This is an optimization exercise on Yosys and OpenROAD, whose aim is small area, not a production implementation. At most, simulation tests tie the RTL to the original design; equivalence was not proved.

## pss_detector
module pss_detector (
    input  logic        clk_i,
    input  logic        reset_ni,
    input  logic [15:0] sample_i,           
    input  logic        sample_valid_i,
    input  logic [1:0]  mode_i,             
    input  logic [1:0]  requested_nid2_i,
    output logic [2:0]  result_o            
);
clock: 11.0 ns
lec_check: 0
cap_margin: 5
core_margin: 2
core_utilization: 75
cts_buf_list: sky130_fd_sc_hd__clkbuf_8
cts_cluster_diameter: 80
cts_cluster_size: 20
slew_margin: 5
synth_hierarchical: 1
standard.sh (not shown) runs the stock make flow with config.mk's settings and CLKGATE_MAP_FILE= SYNTH_SCRIPT=/design/flow/synth_recipe.tcl, a recipe that flattens the netlist after the stock synthesis.
==> flow/flow/run.sh <==
#!/bin/bash
cp standard.sh standard_sh_copy.log
export BUFFER_PORTS_ARGS="-buffer_cell sky130_fd_sc_hd__buf_1"
bash standard.sh > standard_flow.log 2>&1
==> next run, changes <==
--- a/flow/config.mk
+++ b/flow/config.mk
@@ -10,5 +10,4 @@
 export CORE_UTILIZATION = 75
-export CTS_BUF_LIST = sky130_fd_sc_hd__clkbuf_8
-export CTS_CLUSTER_DIAMETER = 80
-export CTS_CLUSTER_SIZE = 20
+export CTS_CLUSTER_DIAMETER = 100
+export CTS_CLUSTER_SIZE = 30
 export SLEW_MARGIN = 5
Via count went up slightly.
Non-clock buffer count shrinks by 1.
Wire length goes up slightly.
Cell area grows slightly.
Die area stays the same.
Clock-buffer cell count is lower by 3.
Core utilization is higher by 0.49 points.
Area after synthesis stays the same.
Cell count stays flat.
==> next run, changes <==
--- a/flow/config.mk
+++ b/flow/config.mk
@@ -10,4 +10,5 @@
 export CORE_UTILIZATION = 75
-export CTS_CLUSTER_DIAMETER = 100
-export CTS_CLUSTER_SIZE = 30
+export CTS_BUF_LIST = sky130_fd_sc_hd__clkbuf_4
+export CTS_CLUSTER_DIAMETER = 50
+export CTS_CLUSTER_SIZE = 10
 export SLEW_MARGIN = 5
What happened: The new run produced a clean layout. Wire length fell by 1.2%. First-iteration DRC count is lower by 15%.
==> next run, changes <==
--- a/flow/config.mk
+++ b/flow/config.mk
@@ -10,5 +10,5 @@
 export CORE_UTILIZATION = 75
-export CTS_BUF_LIST = sky130_fd_sc_hd__clkbuf_4
-export CTS_CLUSTER_DIAMETER = 50
-export CTS_CLUSTER_SIZE = 10
+export CTS_BUF_LIST = sky130_fd_sc_hd__clkbuf_8
+export CTS_CLUSTER_DIAMETER = 60
+export CTS_CLUSTER_SIZE = 16
 export SLEW_MARGIN = 5
Result:
- synthesized area does not change
- hold slack is about the same
- global-route usage barely changes
- count of clock-buffer cells in the layout falls by 10


pss_detector, a different RTL version from the one above (not shown whole).
For scale: ~270 flip-flops, about 26 I/O pins, about 0.017 mm^2 of cells after synthesis.
clock: 11.0 ns
lec_check: 0
cap_margin: 20
core_margin: 2
core_utilization: 60
slew_margin: 20
synth_hierarchical: 1
run.sh (not shown) runs the stock make flow with config.mk's settings and CLKGATE_MAP_FILE= SYNTH_SCRIPT=/design/flow/synth_recipe.tcl, a recipe that flattens the netlist after the stock synthesis.
Stock flow here: none of the scripts above is used.
==> next run, changes <==
--- a/flow/config.mk
+++ b/flow/config.mk
@@ -10 +10,2 @@
-export CORE_UTILIZATION = 60
+export CORE_UTILIZATION = 75
+export CTS_BUF_LIST = sky130_fd_sc_hd__clkbuf_4 sky130_fd_sc_hd__clkbuf_8
What happened: The new run completed without violations; synthesized cell count does not change; global-route usage went up by 4.8 points; cell area drops by about 1.2%; final cell count decreases by 4.9%; die area decreases by 20%; routed wire length goes down by 4.0%; fmax hardly moves; first-iteration DRC count fell by 1.7%; hold slack is better by 0.0093 ns.
Function was not checked in any run of this note: the RTL went through the layout flow alone.


pss_detector, a different RTL version from the one above (not shown whole).
Size: roughly 1,300 cells after synthesis, ~270 flip-flops.
// pss_detector
module pss_detector (
    input  logic        clk_i,
    input  logic        reset_ni,
    input  logic [15:0] sample_i,           
    input  logic        sample_valid_i,
    input  logic [1:0]  mode_i,             
    input  logic [1:0]  requested_nid2_i,
    output logic [2:0]  result_o            
);
Settings: LEC_CHECK=0, CAP_MARGIN=5, CORE_MARGIN=2, CORE_UTILIZATION=85, CTS_CLUSTER_DIAMETER=100, CTS_CLUSTER_SIZE=30, SLEW_MARGIN=5, SYNTH_HIERARCHICAL=1; clock period 11.0 ns.
The baseline never finished: it broke off in global routing (5_1_grt) on GRT-0232.
Rerun with:
--- a/flow/config.mk
+++ b/flow/config.mk
@@ -8 +8 @@
-export CAP_MARGIN = 5
+export CAP_MARGIN = 20
@@ -10,4 +10,2 @@
-export CORE_UTILIZATION = 85
-export CTS_CLUSTER_DIAMETER = 100
-export CTS_CLUSTER_SIZE = 30
-export SLEW_MARGIN = 5
+export CORE_UTILIZATION = 60
+export SLEW_MARGIN = 20
What happened: With this change the flow ran to the end with no violations; synthesized area stays the same; synthesized cell count is unchanged.
Rerun with:
--- a/flow/config.mk
+++ b/flow/config.mk
@@ -10 +10,3 @@
-export CORE_UTILIZATION = 60
+export CORE_UTILIZATION = 75
+export CTS_CLUSTER_DIAMETER = 100
+export CTS_CLUSTER_SIZE = 30
Setup slack loses 0.083 ns; non-clock buffer count climbs by 12; sequential share of layout area goes up by 1.0 points.


Another version of the RTL of pss_detector (not shown whole).
Size: roughly 26 I/O pins.
clock: 11.0 ns
lec_check: 0
cap_margin: 20
core_margin: 2
core_utilization: 60
cts_cluster_diameter: 80
cts_cluster_size: 24
slew_margin: 20
synth_hierarchical: 1
Edit:
- CTS_CLUSTER_DIAMETER: 80 -> 100
- CTS_CLUSTER_SIZE: 24 -> 30
Result: Wire length goes down by about 0.4%. Via count went down by 0.66%. Non-clock buffer count is unchanged. Clock-buffer cell count shrinks by 3. Fmax hardly moves.
No run of this note included a check of the RTL's function; only the layout flow was run.


== harbor ==
Another version of the RTL of pss_detector (not shown whole).
For scale: roughly 270 flip-flops, about 26 I/O pins, about 17000 sq um of cells after synthesis.
// pss_detector
module pss_detector (
    input  logic        clk_i,
    input  logic        reset_ni,
    input  logic [15:0] sample_i,           
    input  logic        sample_valid_i,
    input  logic [1:0]  mode_i,             
    input  logic [1:0]  requested_nid2_i,
    output logic [2:0]  result_o            
);
Settings: LEC_CHECK=0, CAP_MARGIN=5, CORE_MARGIN=2, CORE_UTILIZATION=75, CTS_BUF_LIST=sky130_fd_sc_hd__clkbuf_4, CTS_CLUSTER_DIAMETER=50, CTS_CLUSTER_SIZE=10, GPL_TIMING_DRIVEN=0, SLEW_MARGIN=5, SYNTH_HIERARCHICAL=1; clock period 11.0 ns.
standard.sh (not shown) runs the stock make flow with config.mk's settings and CLKGATE_MAP_FILE= SYNTH_SCRIPT=/design/flow/synth_recipe.tcl, a recipe that flattens the netlist after the stock synthesis.
Scripts as last shown in full above: flow/flow/run.sh
harbor: full flow OK, the timing, DRC and antenna checks passed
#### Input delta (nickel over harbor)
-- flow/config.mk --
<<< harbor, line 12
export CTS_CLUSTER_DIAMETER = 50
export CTS_CLUSTER_SIZE = 10
export GPL_TIMING_DRIVEN = 0
export SLEW_MARGIN = 5
export SYNTH_HIERARCHICAL = 1
>>> nickel, line 12
export CTS_CLUSTER_DIAMETER = 50
export CTS_CLUSTER_SIZE = 10
export SLEW_MARGIN = 5
export SYNTH_HIERARCHICAL = 1
Against harbor, wire length in nickel fell by more than a quarter.
Reported for harbor and nickel, total global routing overflow turned out identical to the last digit.
Relative to harbor, the via count measured on nickel has decreased by more than 10%.
Between harbor and nickel, the cell count went down.
harbor → nickel: routed length on met3 shrank by about 80%; final layout net count now smaller; final period demand of the worst path decreased by 120 ps relative to the old numbers.


pss_detector, a different RTL version from the one above (not shown whole).
Size in the first run: roughly 1300 cells after synthesis, roughly 270 flip-flops, about 26 I/O pins, roughly 17000 um2 of cells after synthesis.
// pss_detector
module pss_detector (
    input  logic        clk_i,
    input  logic        reset_ni,
    input  logic [15:0] sample_i,           
    input  logic        sample_valid_i,
    input  logic [1:0]  mode_i,             
    input  logic [1:0]  requested_nid2_i,
    output logic [2:0]  result_o            
);
clock: 11.0 ns
lec_check: 0
cap_margin: 5
core_margin: 2
core_utilization: 75
cts_cluster_diameter: 100
cts_cluster_size: 30
slew_margin: 5
synth_hierarchical: 1
Scripts as last shown in full above: flow/flow/run.sh
Change:
==> flow/run.sh (new file) <==
#!/bin/bash
# synth_recipe.tcl (not shown) runs the flow's synth.tcl, then flattens the netlist and writes it again
# the make line also repeats each setting of config.mk as NAME=value (left out here)
make -C /OpenROAD-flow-scripts/flow DESIGN_CONFIG=/design/flow/config.mk WORK_HOME=/design/flow/orfs CLKGATE_MAP_FILE= SYNTH_SCRIPT=/design/flow/synth_recipe.tcl finish
removed: flow/flow/run.sh
removed: flow/standard.sh
Result: The changed run finished clean; clock skew drops by 0.0078 ns; worst hold slack barely changes; utilization climbs by 0.79 points.
No run of this note included a check of the RTL's function; only the layout flow was run.


pss_detector, a different RTL version from the one above (not shown whole).
Size: about 17,000 µm² of cells after synthesis.
export LEC_CHECK = 0
export CAP_MARGIN = 5
export CORE_MARGIN = 2
export CORE_UTILIZATION = 75
export CTS_BUF_LIST = sky130_fd_sc_hd__clkbuf_4
export CTS_CLUSTER_DIAMETER = 50
export CTS_CLUSTER_SIZE = 10
export SLEW_MARGIN = 5
export SYNTH_HIERARCHICAL = 1
create_clock -name core_clock -period 11.0 [get_ports {clk_i}]
==> flow/flow/run.sh <==
#!/bin/bash
cp standard.sh standard_sh_copy.log
export BUFFER_PORTS_ARGS="-buffer_cell sky130_fd_sc_hd__buf_1"
bash standard.sh > standard_flow.log 2>&1
Rerun with:
Settings changed: CORE_UTILIZATION 75 to 80.
Effect:
- The changed run produced a clean layout
- cell area rose by 0.34%
- routed wire length is higher by 2.6%
- area after synthesis does not change
- global-route usage grows by 2.5 points
- setup slack is better by 33 ps
- hold slack is better by 3.2 ps
- core utilization climbs by 5.9 points
- clock skew shrinks by 5.8 ps
- via count goes up by 2.7%


Another version of the RTL of pss_detector (not shown whole).
For scale: roughly 1,300 cells after synthesis, roughly 26 I/O pins, ~0.017 mm^2 of cells after synthesis.
clock: 11.0 ns
lec_check: 0
cap_margin: 5
core_margin: 2
core_utilization: 75
cts_cluster_diameter: 100
cts_cluster_size: 30
slew_margin: 5
synth_hierarchical: 1
run.sh (not shown) runs the stock make flow with config.mk's settings and CLKGATE_MAP_FILE= SYNTH_SCRIPT=/design/flow/synth_recipe.tcl, a recipe that flattens the netlist after the stock synthesis.
Stock flow here: none of the scripts above is used.
The starting point finished clean.
Next try:
==> flow/flow/run.sh (new file) <==
#!/bin/bash
cp standard.sh standard_sh_copy.log
export BUFFER_PORTS_ARGS="-buffer_cell sky130_fd_sc_hd__buf_1"
bash standard.sh > standard_flow.log 2>&1
==> flow/standard.sh (new file) <==
#!/bin/bash
# synth_recipe.tcl (not shown) runs the flow's synth.tcl, then flattens the netlist and writes it again
# the make line also repeats each setting of config.mk as NAME=value (left out here)
make -C /OpenROAD-flow-scripts/flow DESIGN_CONFIG=/design/flow/config.mk WORK_HOME=/design/flow/orfs CLKGATE_MAP_FILE= SYNTH_SCRIPT=/design/flow/synth_recipe.tcl "${@:-finish}"
removed: flow/run.sh
Routed wire length climbs slightly.
Non-clock buffer count climbs by 12.
Cell area drops slightly.
Sequential cell count stays the same.
Fmax climbs slightly.
Clock-buffer cell count does not change.
Via count hardly moves.

[what the ideal ports hide]
The results above use ideal ports. As a check the final layouts listed here were re-extracted and re-timed, cells and wires unchanged. Step 1 assumes that a clkbuf_16 drives the clock port and a buf_2 every other input. Step 2, shift: input delay + t, output delay - t, t = (earliest + latest rising clock arrival at the registers) / 2. This alone moves slack from input paths to output paths. Slacks: ideal ports / drivers / drivers and shift; pairs: ideal ports / drivers.
| run | t (ns) | setup slack, ns | latest minus earliest clock arrival (ns) |
|---|---|---|---|
| the first run of note 1 | 0.583 | 0.488 / 0.488 / 0.488 | 0.017 / 0.017 |
| the second run of note 1 | 0.525 | 0.430 / 0.430 / 0.430 | 0.046 / 0.046 |
| the third run of note 1 | 0.736 | 0.411 / 0.411 / 0.411 | 0.042 / 0.042 |
| the fourth run of note 1 | 0.601 | 0.497 / 0.497 / 0.497 | 0.038 / 0.039 |
| the first run of note 2 | 0.591 | 0.337 / 0.337 / 0.337 | 0.011 / 0.011 |
| the second run of note 2 | 0.575 | 0.314 / 0.314 / 0.314 | 0.023 / 0.024 |
| the second run of note 3 | 0.597 | 0.308 / 0.308 / 0.308 | 0.006 / 0.007 |
| the third run of note 3 | 0.535 | 0.225 / 0.225 / 0.225 | 0.015 / 0.014 |
| the first run of note 4 | 0.551 | 0.341 / 0.341 / 0.341 | 0.024 / 0.024 |
| the second run of note 4 | 0.548 | 0.347 / 0.347 / 0.347 | 0.034 / 0.033 |
| harbor | 0.677 | 0.306 / 0.306 / 0.306 | 0.045 / 0.045 |
| nickel | 0.671 | 0.426 / 0.426 / 0.426 | 0.030 / 0.030 |
| the first run of note 6 | 0.535 | 0.236 / 0.236 / 0.236 | 0.029 / 0.028 |
| the second run of note 6 | 0.538 | 0.197 / 0.197 / 0.197 | 0.020 / 0.019 |
| the first run of note 7 | 0.761 | 0.365 / 0.365 / 0.365 | 0.033 / 0.032 |
| the second run of note 7 | 0.754 | 0.397 / 0.397 / 0.397 | 0.031 / 0.030 |
| the first run of note 8 | 0.526 | 0.289 / 0.289 / 0.289 | 0.041 / 0.041 |
| the second run of note 8 | 0.540 | 0.394 / 0.394 / 0.394 | 0.040 / 0.041 |
After both steps setup and hold are still met in every run listed.
